Source: an optimization exercise on an open RTL-to-GDS flow (aim: a short achievable clock period and few clock cycles per item). Production flows keep margins and buffers that such runs may drop. In this exercise RTL edits were held to simulation tests only and were not proved equivalent to the original.

==> flow/design.v <==
package ooo_pkg;
    localparam int XLEN   = 32;
    localparam int REG_AW = 5;
    localparam logic [6:0] OPC_OP     = 7'b0110011;
    localparam logic [6:0] OPC_OP_IMM = 7'b0010011;
    localparam logic [3:0] ALU_ADD = 4'd0;
    localparam logic [3:0] ALU_SUB = 4'd1;
    localparam logic [3:0] ALU_AND = 4'd2;
    localparam logic [3:0] ALU_OR  = 4'd3;
    localparam logic [3:0] ALU_XOR = 4'd4;
    localparam logic [3:0] ALU_SLT = 4'd5;
    localparam logic [3:0] ALU_SLL = 4'd6;
    localparam logic [3:0] ALU_SRL = 4'd7;
endpackage
module fetch_queue #(
    parameter int FQ_DEPTH = 4
) (
    input  logic                     clk_i,
    input  logic                     arst_n_i,
    input  logic [ooo_pkg::XLEN-1:0] inst_i,
    output logic [ooo_pkg::XLEN-1:0] inst_addr_o,
    output logic                     inst_ce_o,
    input  logic                     fq_pop_i,
    output logic                     fq_valid_o,
    output logic [ooo_pkg::XLEN-1:0] fq_inst_o,
    output logic [ooo_pkg::XLEN-1:0] fq_pc_o
);
    localparam int XLEN  = ooo_pkg::XLEN;
    localparam int PTR_W = $clog2(FQ_DEPTH);
    localparam int CNT_W = $clog2(FQ_DEPTH + 1);
    logic [XLEN-1:0]  inst_mem [FQ_DEPTH];
    logic [XLEN-1:0]  pc_mem   [FQ_DEPTH];
    logic [PTR_W-1:0] wr_ptr_q;
    logic [PTR_W-1:0] rd_ptr_q;
    logic [CNT_W-1:0] count_q;
    logic [XLEN-1:0]  pc_q;
    logic [XLEN-1:0]  flight_pc_q;
    logic             flight_q;
    logic             run_q;
    logic             pop;
    assign inst_ce_o   = run_q && ((CNT_W+1)'(count_q) + (CNT_W+1)'(flight_q) < (CNT_W+1)'(FQ_DEPTH));
    assign inst_addr_o = pc_q;
    assign pop         = fq_pop_i && fq_valid_o;
    assign fq_valid_o  = (count_q != '0);
    assign fq_inst_o   = inst_mem[rd_ptr_q];
    assign fq_pc_o     = pc_mem[rd_ptr_q];
    always_ff @(posedge clk_i or negedge arst_n_i) begin
        if (!arst_n_i) begin
            run_q    <= 1'b0;
            pc_q     <= '0;
            flight_q <= 1'b0;
            wr_ptr_q <= '0;
            rd_ptr_q <= '0;
            count_q  <= '0;
        end else begin
            run_q    <= 1'b1;
            flight_q <= inst_ce_o;
            if (inst_ce_o) begin
                pc_q <= pc_q + 32'd4;
            end
            if (flight_q) begin
                wr_ptr_q <= wr_ptr_q + 1'b1;
            end
            if (pop) begin
                rd_ptr_q <= rd_ptr_q + 1'b1;
            end
            count_q <= count_q + CNT_W'(flight_q) - CNT_W'(pop);
        end
    end
    always_ff @(posedge clk_i) begin
        if (inst_ce_o) begin
            flight_pc_q <= pc_q;
        end
        if (flight_q) begin
            inst_mem[wr_ptr_q] <= inst_i;
            pc_mem[wr_ptr_q]   <= flight_pc_q;
        end
    end
endmodule
module rename_issue #(
    parameter int  ROB_DEPTH = 8,
    localparam int TAG_W     = $clog2(ROB_DEPTH)
) (
    input  logic                       clk_i,
    input  logic                       arst_n_i,
    input  logic                       fq_valid_i,
    input  logic [ooo_pkg::XLEN-1:0]   fq_inst_i,
    input  logic [ooo_pkg::XLEN-1:0]   fq_pc_i,
    output logic                       fq_pop_o,
    input  logic                       rob_full_i,
    input  logic [TAG_W-1:0]           rob_alloc_id_i,
    output logic                       rob_alloc_we_o,
    output logic [ooo_pkg::REG_AW-1:0] rob_alloc_rd_o,
    output logic [ooo_pkg::XLEN-1:0]   rob_alloc_pc_o,
    output logic [TAG_W-1:0]           query_id1_o,
    input  logic                       query_ready1_i,
    input  logic [ooo_pkg::XLEN-1:0]   query_value1_i,
    output logic [TAG_W-1:0]           query_id2_o,
    input  logic                       query_ready2_i,
    input  logic [ooo_pkg::XLEN-1:0]   query_value2_i,
    input  logic                       commit_valid_i,
    input  logic [TAG_W-1:0]           commit_id_i,
    input  logic [ooo_pkg::REG_AW-1:0] commit_rd_i,
    input  logic [ooo_pkg::XLEN-1:0]   commit_value_i,
    output logic                       disp_we_o,
    output logic [3:0]                 disp_op_o,
    output logic [ooo_pkg::XLEN-1:0]   disp_vj_o,
    output logic [TAG_W-1:0]           disp_qj_o,
    output logic                       disp_qj_valid_o,
    output logic [ooo_pkg::XLEN-1:0]   disp_vk_o,
    output logic [TAG_W-1:0]           disp_qk_o,
    output logic                       disp_qk_valid_o,
    output logic [TAG_W-1:0]           disp_dest_o,
    input  logic                       disp_full_i
);
    localparam int XLEN   = ooo_pkg::XLEN;
    localparam int REG_AW = ooo_pkg::REG_AW;
    localparam int NREGS  = 1 << REG_AW;
    logic [XLEN-1:0]   inst;
    logic              is_op;
    logic              is_imm;
    logic [REG_AW-1:0] rs1;
    logic [REG_AW-1:0] rs2;
    logic [REG_AW-1:0] rd;
    logic [XLEN-1:0]   imm;
    logic              issue;
    logic              rf_we;
    logic [XLEN-1:0]   rf_rs1;
    logic [XLEN-1:0]   rf_rs2;
    logic [XLEN-1:0]   regs      [NREGS];
    logic [TAG_W-1:0]  rat_tag_q [NREGS];
    logic [NREGS-1:0]  rat_busy_q;
    assign inst   = fq_inst_i;
    assign is_op  = (inst[6:0] == ooo_pkg::OPC_OP);
    assign is_imm = (inst[6:0] == ooo_pkg::OPC_OP_IMM);
    assign rs1    = inst[19:15];
    assign rs2    = inst[24:20];
    assign rd     = (is_op || is_imm) ? inst[11:7] : '0;
    assign imm    = {{(XLEN-12){inst[31]}}, inst[31:20]};
    assign rf_we  = commit_valid_i && (commit_rd_i != '0);
    always_comb begin
        case (inst[14:12])
            3'b000:  disp_op_o = (is_op && inst[30]) ? ooo_pkg::ALU_SUB : ooo_pkg::ALU_ADD;
            3'b001:  disp_op_o = ooo_pkg::ALU_SLL;
            3'b010:  disp_op_o = ooo_pkg::ALU_SLT;
            3'b100:  disp_op_o = ooo_pkg::ALU_XOR;
            3'b101:  disp_op_o = ooo_pkg::ALU_SRL;
            3'b110:  disp_op_o = ooo_pkg::ALU_OR;
            3'b111:  disp_op_o = ooo_pkg::ALU_AND;
            default: disp_op_o = ooo_pkg::ALU_ADD;
        endcase
    end
    always_comb begin
        if (rs1 == '0) begin
            rf_rs1 = '0;
        end else if (rf_we && commit_rd_i == rs1) begin
            rf_rs1 = commit_value_i;
        end else begin
            rf_rs1 = regs[rs1];
        end
        if (rs2 == '0) begin
            rf_rs2 = '0;
        end else if (rf_we && commit_rd_i == rs2) begin
            rf_rs2 = commit_value_i;
        end else begin
            rf_rs2 = regs[rs2];
        end
    end
    assign query_id1_o = rat_tag_q[rs1];
    assign query_id2_o = rat_tag_q[rs2];
    always_comb begin
        disp_vj_o       = rat_busy_q[rs1] ? query_value1_i : rf_rs1;
        disp_qj_o       = rat_tag_q[rs1];
        disp_qj_valid_o = rat_busy_q[rs1] && !query_ready1_i;
        disp_qk_o       = rat_tag_q[rs2];
        if (is_imm) begin
            disp_vk_o       = imm;
            disp_qk_valid_o = 1'b0;
        end else begin
            disp_vk_o       = rat_busy_q[rs2] ? query_value2_i : rf_rs2;
            disp_qk_valid_o = rat_busy_q[rs2] && !query_ready2_i;
        end
    end
    assign issue          = fq_valid_i && !rob_full_i && !disp_full_i;
    assign fq_pop_o       = issue;
    assign rob_alloc_we_o = issue;
    assign rob_alloc_rd_o = rd;
    assign rob_alloc_pc_o = fq_pc_i;
    assign disp_we_o      = issue;
    assign disp_dest_o    = rob_alloc_id_i;
    always_ff @(posedge clk_i) begin
        if (rf_we) begin
            regs[commit_rd_i] <= commit_value_i;
        end
        if (issue && rd != '0) begin
            rat_tag_q[rd] <= rob_alloc_id_i;
        end
    end
    always_ff @(posedge clk_i or negedge arst_n_i) begin
        if (!arst_n_i) begin
            rat_busy_q <= '0;
        end else begin
            if (rf_we && rat_tag_q[commit_rd_i] == commit_id_i) begin
                rat_busy_q[commit_rd_i] <= 1'b0;
            end
            if (issue && rd != '0) begin
                rat_busy_q[rd] <= 1'b1;
            end
        end
    end
endmodule
module reservation_station #(
    parameter int  RS_DEPTH  = 4,
    parameter int  ROB_DEPTH = 8,
    localparam int TAG_W     = $clog2(ROB_DEPTH)
) (
    input  logic                     clk_i,
    input  logic                     arst_n_i,
    input  logic                     disp_we_i,
    input  logic [3:0]               disp_op_i,
    input  logic [ooo_pkg::XLEN-1:0] disp_vj_i,
    input  logic [TAG_W-1:0]         disp_qj_i,
    input  logic                     disp_qj_valid_i,
    input  logic [ooo_pkg::XLEN-1:0] disp_vk_i,
    input  logic [TAG_W-1:0]         disp_qk_i,
    input  logic                     disp_qk_valid_i,
    input  logic [TAG_W-1:0]         disp_dest_i,
    output logic                     disp_full_o,
    input  logic                     cdb_valid_i,
    input  logic [TAG_W-1:0]         cdb_rob_id_i,
    input  logic [ooo_pkg::XLEN-1:0] cdb_value_i,
    output logic                     ex_valid_o,
    output logic [3:0]               ex_op_o,
    output logic [ooo_pkg::XLEN-1:0] ex_a_o,
    output logic [ooo_pkg::XLEN-1:0] ex_b_o,
    output logic [TAG_W-1:0]         ex_dest_o
);
    localparam int XLEN  = ooo_pkg::XLEN;
    localparam int IDX_W = $clog2(RS_DEPTH);
    logic [RS_DEPTH-1:0] busy_q;
    logic [RS_DEPTH-1:0] wait_j_q;
    logic [RS_DEPTH-1:0] wait_k_q;
    logic [RS_DEPTH-1:0] ready;
    logic [RS_DEPTH-1:0] cap_j;
    logic [RS_DEPTH-1:0] cap_k;
    logic [3:0]          op_q   [RS_DEPTH];
    logic [XLEN-1:0]     vj_q   [RS_DEPTH];
    logic [XLEN-1:0]     vk_q   [RS_DEPTH];
    logic [TAG_W-1:0]    qj_q   [RS_DEPTH];
    logic [TAG_W-1:0]    qk_q   [RS_DEPTH];
    logic [TAG_W-1:0]    dest_q [RS_DEPTH];
    logic [IDX_W-1:0]    sel_idx;
    logic [IDX_W-1:0]    free_idx;
    assign ready       = busy_q & ~wait_j_q & ~wait_k_q;
    assign disp_full_o = &busy_q;
    assign ex_valid_o  = |ready;
    assign ex_op_o     = op_q[sel_idx];
    assign ex_a_o      = vj_q[sel_idx];
    assign ex_b_o      = vk_q[sel_idx];
    assign ex_dest_o   = dest_q[sel_idx];
    always_comb begin
        sel_idx  = '0;
        free_idx = '0;
        for (int i = RS_DEPTH - 1; i >= 0; i--) begin
            if (ready[i]) begin
                sel_idx = IDX_W'(i);
            end
            if (!busy_q[i]) begin
                free_idx = IDX_W'(i);
            end
        end
    end
    always_comb begin
        for (int i = 0; i < RS_DEPTH; i++) begin
            cap_j[i] = cdb_valid_i && busy_q[i] && wait_j_q[i] && (qj_q[i] == cdb_rob_id_i);
            cap_k[i] = cdb_valid_i && busy_q[i] && wait_k_q[i] && (qk_q[i] == cdb_rob_id_i);
        end
    end
    always_ff @(posedge clk_i or negedge arst_n_i) begin
        if (!arst_n_i) begin
            busy_q   <= '0;
            wait_j_q <= '0;
            wait_k_q <= '0;
        end else begin
            for (int i = 0; i < RS_DEPTH; i++) begin
                if (disp_we_i && free_idx == IDX_W'(i)) begin
                    busy_q[i]   <= 1'b1;
                    wait_j_q[i] <= disp_qj_valid_i;
                    wait_k_q[i] <= disp_qk_valid_i;
                end else begin
                    if (ex_valid_o && sel_idx == IDX_W'(i)) begin
                        busy_q[i] <= 1'b0;
                    end
                    if (cap_j[i]) begin
                        wait_j_q[i] <= 1'b0;
                    end
                    if (cap_k[i]) begin
                        wait_k_q[i] <= 1'b0;
                    end
                end
            end
        end
    end
    always_ff @(posedge clk_i) begin
        for (int i = 0; i < RS_DEPTH; i++) begin
            if (disp_we_i && free_idx == IDX_W'(i)) begin
                op_q[i]   <= disp_op_i;
                vj_q[i]   <= disp_vj_i;
                qj_q[i]   <= disp_qj_i;
                vk_q[i]   <= disp_vk_i;
                qk_q[i]   <= disp_qk_i;
                dest_q[i] <= disp_dest_i;
            end else begin
                if (cap_j[i]) begin
                    vj_q[i] <= cdb_value_i;
                end
                if (cap_k[i]) begin
                    vk_q[i] <= cdb_value_i;
                end
            end
        end
    end
endmodule
module alu_exec #(
    parameter int  ROB_DEPTH = 8,
    localparam int TAG_W     = $clog2(ROB_DEPTH)
) (
    input  logic                     clk_i,
    input  logic                     arst_n_i,
    input  logic                     ex_valid_i,
    input  logic [3:0]               ex_op_i,
    input  logic [ooo_pkg::XLEN-1:0] ex_a_i,
    input  logic [ooo_pkg::XLEN-1:0] ex_b_i,
    input  logic [TAG_W-1:0]         ex_dest_i,
    output logic                     cdb_valid_o,
    output logic [TAG_W-1:0]         cdb_rob_id_o,
    output logic [ooo_pkg::XLEN-1:0] cdb_value_o
);
    localparam int XLEN = ooo_pkg::XLEN;
    logic [XLEN-1:0]  result;
    logic             valid_q;
    logic [TAG_W-1:0] tag_q;
    logic [XLEN-1:0]  value_q;
    always_comb begin
        case (ex_op_i)
            ooo_pkg::ALU_ADD: result = ex_a_i + ex_b_i;
            ooo_pkg::ALU_SUB: result = ex_a_i - ex_b_i;
            ooo_pkg::ALU_AND: result = ex_a_i & ex_b_i;
            ooo_pkg::ALU_OR:  result = ex_a_i | ex_b_i;
            ooo_pkg::ALU_XOR: result = ex_a_i ^ ex_b_i;
            ooo_pkg::ALU_SLT: result = XLEN'($signed(ex_a_i) < $signed(ex_b_i));
            ooo_pkg::ALU_SLL: result = ex_a_i << ex_b_i[4:0];
            ooo_pkg::ALU_SRL: result = ex_a_i >> ex_b_i[4:0];
            default:          result = '0;
        endcase
    end
    always_ff @(posedge clk_i or negedge arst_n_i) begin
        if (!arst_n_i) begin
            valid_q <= 1'b0;
        end else begin
            valid_q <= ex_valid_i;
        end
    end
    always_ff @(posedge clk_i) begin
        if (ex_valid_i) begin
            tag_q   <= ex_dest_i;
            value_q <= result;
        end
    end
    assign cdb_valid_o  = valid_q;
    assign cdb_rob_id_o = tag_q;
    assign cdb_value_o  = value_q;
endmodule
module reorder_buffer #(
    parameter int  ROB_DEPTH = 8,
    localparam int TAG_W     = $clog2(ROB_DEPTH)
) (
    input  logic                       clk_i,
    input  logic                       arst_n_i,
    input  logic                       alloc_we_i,
    input  logic [ooo_pkg::REG_AW-1:0] alloc_rd_i,
    input  logic [ooo_pkg::XLEN-1:0]   alloc_pc_i,
    output logic [TAG_W-1:0]           alloc_id_o,
    output logic                       full_o,
    input  logic [TAG_W-1:0]           query_id1_i,
    output logic                       query_ready1_o,
    output logic [ooo_pkg::XLEN-1:0]   query_value1_o,
    input  logic [TAG_W-1:0]           query_id2_i,
    output logic                       query_ready2_o,
    output logic [ooo_pkg::XLEN-1:0]   query_value2_o,
    input  logic                       cdb_valid_i,
    input  logic [TAG_W-1:0]           cdb_rob_id_i,
    input  logic [ooo_pkg::XLEN-1:0]   cdb_value_i,
    output logic                       commit_valid_o,
    output logic [TAG_W-1:0]           commit_id_o,
    output logic [ooo_pkg::REG_AW-1:0] commit_rd_o,
    output logic [ooo_pkg::XLEN-1:0]   commit_value_o,
    output logic [ooo_pkg::XLEN-1:0]   commit_pc_o
);
    localparam int XLEN   = ooo_pkg::XLEN;
    localparam int REG_AW = ooo_pkg::REG_AW;
    localparam int CNT_W  = $clog2(ROB_DEPTH + 1);
    logic [TAG_W-1:0]     head_q;
    logic [TAG_W-1:0]     tail_q;
    logic [CNT_W-1:0]     count_q;
    logic [ROB_DEPTH-1:0] ready_q;
    logic [REG_AW-1:0]    rd_q    [ROB_DEPTH];
    logic [XLEN-1:0]      pc_q    [ROB_DEPTH];
    logic [XLEN-1:0]      value_q [ROB_DEPTH];
    logic                 retire;
    assign alloc_id_o = tail_q;
    assign full_o     = (count_q == CNT_W'(ROB_DEPTH));
    assign retire         = (count_q != '0) && ready_q[head_q];
    assign commit_valid_o = retire;
    assign commit_id_o    = head_q;
    assign commit_rd_o    = rd_q[head_q];
    assign commit_value_o = value_q[head_q];
    assign commit_pc_o    = pc_q[head_q];
    assign query_ready1_o = ready_q[query_id1_i] || (cdb_valid_i && cdb_rob_id_i == query_id1_i);
    assign query_value1_o = ready_q[query_id1_i] ? value_q[query_id1_i] : cdb_value_i;
    assign query_ready2_o = ready_q[query_id2_i] || (cdb_valid_i && cdb_rob_id_i == query_id2_i);
    assign query_value2_o = ready_q[query_id2_i] ? value_q[query_id2_i] : cdb_value_i;
    always_ff @(posedge clk_i or negedge arst_n_i) begin
        if (!arst_n_i) begin
            head_q  <= '0;
            tail_q  <= '0;
            count_q <= '0;
            ready_q <= '0;
        end else begin
            if (alloc_we_i) begin
                tail_q          <= tail_q + 1'b1;
                ready_q[tail_q] <= 1'b0;
            end
            if (cdb_valid_i) begin
                ready_q[cdb_rob_id_i] <= 1'b1;
            end
            if (retire) begin
                head_q <= head_q + 1'b1;
            end
            count_q <= count_q + CNT_W'(alloc_we_i) - CNT_W'(retire);
        end
    end
    always_ff @(posedge clk_i) begin
        if (alloc_we_i) begin
            rd_q[tail_q] <= alloc_rd_i;
            pc_q[tail_q] <= alloc_pc_i;
        end
        if (cdb_valid_i) begin
            value_q[cdb_rob_id_i] <= cdb_value_i;
        end
    end
endmodule
module ooo_core #(
    parameter int ROB_DEPTH = 8,
    parameter int RS_DEPTH  = 4,
    parameter int FQ_DEPTH  = 4
) (
    input  logic                       clk_i,
    input  logic                       arst_n_i,
    output logic [ooo_pkg::XLEN-1:0]   inst_addr_o,
    output logic                       inst_ce_o,
    input  logic [ooo_pkg::XLEN-1:0]   inst_i,
    output logic                       commit_valid_o,
    output logic [ooo_pkg::XLEN-1:0]   commit_pc_o,
    output logic [ooo_pkg::REG_AW-1:0] commit_rd_o,
    output logic [ooo_pkg::XLEN-1:0]   commit_value_o
);
    localparam int XLEN   = ooo_pkg::XLEN;
    localparam int REG_AW = ooo_pkg::REG_AW;
    localparam int TAG_W  = $clog2(ROB_DEPTH);
    logic              fq_valid;
    logic              fq_pop;
    logic [XLEN-1:0]   fq_inst;
    logic [XLEN-1:0]   fq_pc;
    logic              rob_full;
    logic              rob_alloc_we;
    logic [TAG_W-1:0]  rob_alloc_id;
    logic [REG_AW-1:0] rob_alloc_rd;
    logic [XLEN-1:0]   rob_alloc_pc;
    logic [TAG_W-1:0]  query_id1;
    logic              query_ready1;
    logic [XLEN-1:0]   query_value1;
    logic [TAG_W-1:0]  query_id2;
    logic              query_ready2;
    logic [XLEN-1:0]   query_value2;
    logic              disp_we;
    logic [3:0]        disp_op;
    logic [XLEN-1:0]   disp_vj;
    logic [TAG_W-1:0]  disp_qj;
    logic              disp_qj_valid;
    logic [XLEN-1:0]   disp_vk;
    logic [TAG_W-1:0]  disp_qk;
    logic              disp_qk_valid;
    logic [TAG_W-1:0]  disp_dest;
    logic              disp_full;
    logic              ex_valid;
    logic [3:0]        ex_op;
    logic [XLEN-1:0]   ex_a;
    logic [XLEN-1:0]   ex_b;
    logic [TAG_W-1:0]  ex_dest;
    logic              cdb_valid;
    logic [TAG_W-1:0]  cdb_rob_id;
    logic [XLEN-1:0]   cdb_value;
    logic              commit_valid;
    logic [TAG_W-1:0]  commit_id;
    logic [REG_AW-1:0] commit_rd;
    logic [XLEN-1:0]   commit_value;
    fetch_queue #(.FQ_DEPTH(FQ_DEPTH)) u_fetch_queue (
        .clk_i(clk_i), .arst_n_i(arst_n_i),
        .inst_i(inst_i), .inst_addr_o(inst_addr_o), .inst_ce_o(inst_ce_o),
        .fq_pop_i(fq_pop), .fq_valid_o(fq_valid), .fq_inst_o(fq_inst), .fq_pc_o(fq_pc)
    );
    rename_issue #(.ROB_DEPTH(ROB_DEPTH)) u_rename_issue (
        .clk_i(clk_i), .arst_n_i(arst_n_i),
        .fq_valid_i(fq_valid), .fq_inst_i(fq_inst), .fq_pc_i(fq_pc), .fq_pop_o(fq_pop),
        .rob_full_i(rob_full), .rob_alloc_id_i(rob_alloc_id),
        .rob_alloc_we_o(rob_alloc_we), .rob_alloc_rd_o(rob_alloc_rd),
        .rob_alloc_pc_o(rob_alloc_pc),
        .query_id1_o(query_id1), .query_ready1_i(query_ready1), .query_value1_i(query_value1),
        .query_id2_o(query_id2), .query_ready2_i(query_ready2), .query_value2_i(query_value2),
        .commit_valid_i(commit_valid), .commit_id_i(commit_id), .commit_rd_i(commit_rd),
        .commit_value_i(commit_value),
        .disp_we_o(disp_we), .disp_op_o(disp_op), .disp_vj_o(disp_vj), .disp_qj_o(disp_qj),
        .disp_qj_valid_o(disp_qj_valid), .disp_vk_o(disp_vk), .disp_qk_o(disp_qk),
        .disp_qk_valid_o(disp_qk_valid), .disp_dest_o(disp_dest), .disp_full_i(disp_full)
    );
    reservation_station #(.RS_DEPTH(RS_DEPTH), .ROB_DEPTH(ROB_DEPTH)) u_rs (
        .clk_i(clk_i), .arst_n_i(arst_n_i),
        .disp_we_i(disp_we), .disp_op_i(disp_op), .disp_vj_i(disp_vj), .disp_qj_i(disp_qj),
        .disp_qj_valid_i(disp_qj_valid), .disp_vk_i(disp_vk), .disp_qk_i(disp_qk),
        .disp_qk_valid_i(disp_qk_valid), .disp_dest_i(disp_dest), .disp_full_o(disp_full),
        .cdb_valid_i(cdb_valid), .cdb_rob_id_i(cdb_rob_id), .cdb_value_i(cdb_value),
        .ex_valid_o(ex_valid), .ex_op_o(ex_op), .ex_a_o(ex_a), .ex_b_o(ex_b),
        .ex_dest_o(ex_dest)
    );
    alu_exec #(.ROB_DEPTH(ROB_DEPTH)) u_alu (
        .clk_i(clk_i), .arst_n_i(arst_n_i),
        .ex_valid_i(ex_valid), .ex_op_i(ex_op), .ex_a_i(ex_a), .ex_b_i(ex_b),
        .ex_dest_i(ex_dest),
        .cdb_valid_o(cdb_valid), .cdb_rob_id_o(cdb_rob_id), .cdb_value_o(cdb_value)
    );
    reorder_buffer #(.ROB_DEPTH(ROB_DEPTH)) u_rob (
        .clk_i(clk_i), .arst_n_i(arst_n_i),
        .alloc_we_i(rob_alloc_we), .alloc_rd_i(rob_alloc_rd), .alloc_pc_i(rob_alloc_pc),
        .alloc_id_o(rob_alloc_id), .full_o(rob_full),
        .query_id1_i(query_id1), .query_ready1_o(query_ready1), .query_value1_o(query_value1),
        .query_id2_i(query_id2), .query_ready2_o(query_ready2), .query_value2_o(query_value2),
        .cdb_valid_i(cdb_valid), .cdb_rob_id_i(cdb_rob_id), .cdb_value_i(cdb_value),
        .commit_valid_o(commit_valid), .commit_id_o(commit_id), .commit_rd_o(commit_rd),
        .commit_value_o(commit_value), .commit_pc_o(commit_pc_o)
    );
    assign commit_valid_o = commit_valid;
    assign commit_rd_o    = commit_rd;
    assign commit_value_o = commit_value;
endmodule
==> flow/run.sh <==
#!/bin/bash
# synth_recipe.tcl (not shown) runs the flow's synth.tcl, then flattens the netlist and writes it again
# the make line also repeats each setting of config.mk as NAME=value (left out here)
make -C /OpenROAD-flow-scripts/flow DESIGN_CONFIG=/design/flow/config.mk WORK_HOME=/design/flow/orfs CLKGATE_MAP_FILE= SYNTH_SCRIPT=/design/flow/synth_recipe.tcl finish
==> flow/config.mk <==
export PLATFORM = sky130hd
export DESIGN_NAME = ooo_core
export DESIGN_NICKNAME = ooo_core
export VERILOG_FILES = /design/flow/design.v
export SDC_FILE = /design/flow/constraint.sdc
export NUM_CORES = 4
export LEC_CHECK = 0
export CAP_MARGIN = 20
export CORE_MARGIN = 2
export CORE_UTILIZATION = 40
export SLEW_MARGIN = 20
==> flow/constraint.sdc <==
create_clock -name core_clock -period 7.0 [get_ports {clk_i}]
set_input_delay 1.4000 -clock core_clock [delete_from_list [all_inputs] [get_ports {clk_i}]]
set_output_delay 1.4000 -clock core_clock [all_outputs]
set_load 0.01 [all_outputs]
==> summary.txt <==
metal layers:
layer	global-route usage, %	vias to the layer above
li1	-	35100
met1	35.2	42900
met2	41.5	5100
met3	4.80	1106
met4	11.0	2
met5	0	-
stage by stage:
stage / instances / hold slack [ps] / worst slack (ps) / util [%]
2_1_floorplan: 8931 / 459 / 1070 / -
3_3_place_gp: 12600 / 468 / 599 / 42.4
3_5_place_dp: 12600 / 481 / 579 / 42.4
4_1_cts: 13100 / 479 / 508 / 45.2
5_1_grt: 13100 / 516 / 134 / 45.2
6_report: 13100 / 496 / 444 / 45.2
kinds of logic after synthesis:
group	Yosys count
AO/OA/AOI/OAI	1871
XOR/XNOR	97
adder cells (fa/ha/maj)	140
buffers and inverters	913
flip-flops	2375
multiplexers	1098
other	2
AND/OR/NAND/NOR	2432
cell usage in the layout (no fill, tap or decap), types with 142 or more instances in the layout:
cell type / n
sky130_fd_sc_hd__edfxtp_1: 2273
sky130_fd_sc_hd__inv_1: 177
sky130_fd_sc_hd__mux2_2: 245
sky130_fd_sc_hd__nand3_1: 281
sky130_fd_sc_hd__buf_4: 278
sky130_fd_sc_hd__o2bb2ai_1: 255
sky130_fd_sc_hd__a211oi_1: 142
sky130_fd_sc_hd__clkbuf_16: 268
sky130_fd_sc_hd__mux4_2: 464
sky130_fd_sc_hd__mux2i_1: 339
sky130_fd_sc_hd__a21oi_1: 383
sky130_fd_sc_hd__nor2_1: 284
sky130_fd_sc_hd__o21ai_0: 194
sky130_fd_sc_hd__nand2_1: 1249
layout make-up:
type / count / share of cell area [%]
diodes: 2 / 0.00373
clock buffers: 336 / 5.25
clock inverters: 136 / 0.975
inverters: 185 / 0.518
multi-input cells: 5643 / 33.8
flip-flops and latches: 2375 / 52.8
well taps: 3939 / 3.68
repair buffers: 438 / 2.96
critical path, delay by kind of cell, from the launching register on:
kind | cells | cell delay [ps]
compound gates | 10 | 2960
fa+ha+maj | 2 | 730
buf+inv | 1 | 150
flops | 1 | 450
simple gates | 5 | 1930
registers in the layout, summed over array words and instances, names as in the netlist, 96 cells and up:
name,count
u_rob.pc_q,240
u_rs.vj_q,128
u_rename_issue.regs,1024
u_rob.value_q,256
u_fetch_queue.pc_mem,120
u_fetch_queue.inst_mem,128
u_rs.vk_q,128
u_rename_issue.rat_tag_q,96
synth_stat cells (44+ instances only):
library cell                number
sky130_fd_sc_hd__nor3_1         95
sky130_fd_sc_hd__mux2_2        248
sky130_fd_sc_hd__mux2i_1       342
sky130_fd_sc_hd__nor2b_1        82
sky130_fd_sc_hd__o221ai_1       44
sky130_fd_sc_hd__o211ai_1       63
sky130_fd_sc_hd__nor2_1        328
sky130_fd_sc_hd__a311oi_1      117
sky130_fd_sc_hd__a21oi_1       383
sky130_fd_sc_hd__nand4_1       100
sky130_fd_sc_hd__clkbuf_1      452
sky130_fd_sc_hd__a211oi_1      142
sky130_fd_sc_hd__a31oi_1        44
sky130_fd_sc_hd__ha_1          136
sky130_fd_sc_hd__buf_1         114
sky130_fd_sc_hd__dfrtp_1       102
sky130_fd_sc_hd__nand3_1       281
sky130_fd_sc_hd__mux4_2        472
sky130_fd_sc_hd__xnor2_1        79
sky130_fd_sc_hd__buf_2         125
sky130_fd_sc_hd__edfxtp_1     2273
sky130_fd_sc_hd__o21ai_0       203
sky130_fd_sc_hd__inv_1         178
sky130_fd_sc_hd__o2111ai_1     102
sky130_fd_sc_hd__a221oi_1       55
sky130_fd_sc_hd__and2_1         75
sky130_fd_sc_hd__nand2_1      1251
sky130_fd_sc_hd__o2bb2ai_1     256
sky130_fd_sc_hd__o22ai_1       140
how the worst max path moves through the flow:
stage / from / to / depth (start not counted)
finish: u_rs.busy_q[0] / u_alu.value_q[0] / 18
global route: u_rs.busy_q[0] / u_alu.value_q[0] / 18
CTS: u_rs.busy_q[0] / u_alu.value_q[0] / 18
detailed placement: u_rs.busy_q[0] / u_alu.value_q[0] / 18
global placement: u_rs.busy_q[0] / u_alu.value_q[0] / 18
floorplan: u_rs.busy_q[1] / u_alu.value_q[31] / 24
==> PnR_summary.wiki <==
{| class="wikitable"
! Metric !! Value
|-
| Status || timing/DRC/antenna clean
|-
| Cells after synthesis || 8928
|-
| Hold/Removal Path Class || in -> async
|-
| DRC viols || 0
|-
| Met2 wire length || 188000 microns
|-
| Portion of netlist area occupied by mux cells || 14.5%
|-
| Final hold violation count || 0
|-
| Unique masters post-synth || 99
|-
| Multi-input gate area || 45300 sq um
|-
| Yosys warning count || 11
|-
| Number of synthesized flops with an enable pin || 2273
|-
| Arrival time of data at the critical path endpoint || 7110 ps
|-
| Antenna violation net count after detailed routing || 0
|-
| Via-per-instance ratio || 6.45
|-
| Cells resized by post-CTS repair || 0
|-
| TritonCTS Buffers || 265
|-
| Share of Yosys cell area claimed by the top area cell type || 57.4%
|-
| Final wirelength || 406000 microns
|-
| Number of core rows || 200
|-
| Area of the core || 297000 sq um
|-
| R2r endpoint || u_alu.value_q[0]
|-
| Tightest Pin Transition || 1180 ps
|-
| Buffers added on ports || 132
|-
| Worst R2R Path Depth || 18
|-
| Dpl hpwl || 246000 microns
|-
| Topmost layer with routed signal wires || met5
|-
| Total setup violations reported at the end of the flow || 0
|-
| Synthesized-area fraction occupied by and/or/nand/nor cells || 9.27%
|-
| Die width || 549 microns
|-
| Global-route usage over all layers || 26.1%
|-
| Met1 Routed Length || 161000 microns
|-
| Maximum clock insertion buffer count || 4
|-
| Placed instance area || 126000 sq um
|-
| Final layout net count || 9082
|-
| Per-cell routed wire length || 31.1 microns
|-
| Number of detailed-routing iterations run before antenna repair || 8
|-
| Number of sinks handled by clock tree synthesis || 2375
|-
| CP max FO || 38
|-
| Die Height || 549 microns
|-
| Xor/xnor cell area share of the yosys netlist || 0.714%
|-
| Final Skew || 70.4 ps
|-
| Fraction of the yosys area taken by sequential cells || 59.5%
|-
| Async SR Flop Fraction || 4.29%
|-
| Largest family of logic cells by synthesized area || multiplexers
|-
| Starting Density || 40.1%
|-
| Critical-path top delay cell || sky130_fd_sc_hd__or3b_2
|-
| Grt ovf || 0
|-
| Number of synthesized register bits || 2375
|-
| Die ar. || 302000 sq um
|-
| Fill cell total of the finished layout || 26100
|-
| TritonCTS clock tree || done
|-
| Reg2Reg Launch Point || u_rs.busy_q[0]
|-
| Number of levels the H-tree was split into || 5
|-
| Clock-pin slew on the worst setup and hold paths || 60 ps
|-
| Count of buffers added by post-CTS timing repair for setup || 0
|-
| Number of global-route vias before repair || 82500
|-
| Clock Latency Late Sink || 920 ps
|-
| Worst path max stage delay || 890 ps
|-
| Wire length of the first global-routing pass || 582000 microns
|-
| Maximum number of pins on one net before global-route repair || 103
|-
| RSZ-0062 raised after global routing || false
|-
| Synth Cell Area || 119000 sq um
|-
| Adder-cell share of the synthesized area || 1.50%
|-
| Critical path start-end classification || reg -> reg
|-
| Compound-Gate Fraction of Synth Area || 11.3%
|-
| Mapped Avg Cell Area || 13.3 sq um
|-
| Setup slack of the worst register-to-register path || 440 ps
|-
| Total via count after detailed routing || 84200
|-
| Reported max-cap violation count || 0
|-
| Max Fclk || 0.153 GHz
|-
| Setup TNS || 0 ps
|-
| Sequential Area || 70800 sq um
|-
| Biggest area consumer among synthesized cells || sky130_fd_sc_hd__edfxtp_1
|-
| First DRT Iteration DRCs || 11700
|-
| Most repeated library cell on the critical path || sky130_fd_sc_hd__o21ai_0
|-
| Wire length on met3 || 39200 microns
|-
| Prevailing post-synth register cell || sky130_fd_sc_hd__edfxtp_1
|-
| Area added between synthesis and finish || 12.6%
|-
| Required time reported for the critical path endpoint || 7560 ps
|-
| Largest cells by area after synthesis || sky130_fd_sc_hd__edfxtp_1 57%, sky130_fd_sc_hd__mux4_2 8.9%, sky130_fd_sc_hd__nand2_1 3.9%
|-
| Max-Slew Margin vs Limit || 21.6%
|-
| Number of top-level pins || 137
|-
| Share of the cycle needed by the critical path after routing || 93.7%
|-
| Antenna violations before repair || 7
|-
| Type of destination of the critical path || register
|-
| Series of cell instances along the critical path || or3b_2 > o31ai_4 > a2bb2oi_1 > nand2_1 > inv_1 > ha_1 > fa_1 > nor2b_1 > o21ai_0 > a21oi_1 > o21ai_0 > a211oi_1 > o21ai_0 > o21ai_0 > o21ai_0 > nor2_1 > nor4b_1 > o221ai_1
|-
| Layout cells sized above 1 || 17.2%
|-
| Clock Tree Root || sky130_fd_sc_hd__clkbuf_16
|-
| Final Slew Violations || 0
|-
| Post-route minimum period || 6560 ps
|-
| Final design area excluding fillers || 134000 sq um
|-
| Cts-stage hold buffer count || 0
|-
| GPL Wtd Cong || 0.949
|-
| Worst Setup Start Kind || register
|}
Testbench counts, summed over its fixed seeds: cycles 38,958, insts 32,248.

## port drivers added, routing unchanged
Ports are ideal in the flow. The routed layout listed here was re-timed in OpenROAD.
Step 1 sets driving cells, clkbuf_16 on the clock port and buf_2 on the other inputs (assumed; they add their load-dependent delay and slew).
Step 2 moves the port delays by t, midway between the first and last clock arrival at a register: inputs arrive t later, outputs are due t later. That takes back most of the time a late clock gives input paths.
Slacks: ideal / step 1 / step 2; pairs: ideal / step 1.
shift t [ns]: 0.982
setup WS [ns]: 0.444 / 0.444 / 0.444
cell pins on the clock port's net: 1
After both steps setup and hold are still met in this run. The setup slack of this run moves by 0.000 ns with the drivers and by 0.000 ns with both steps.
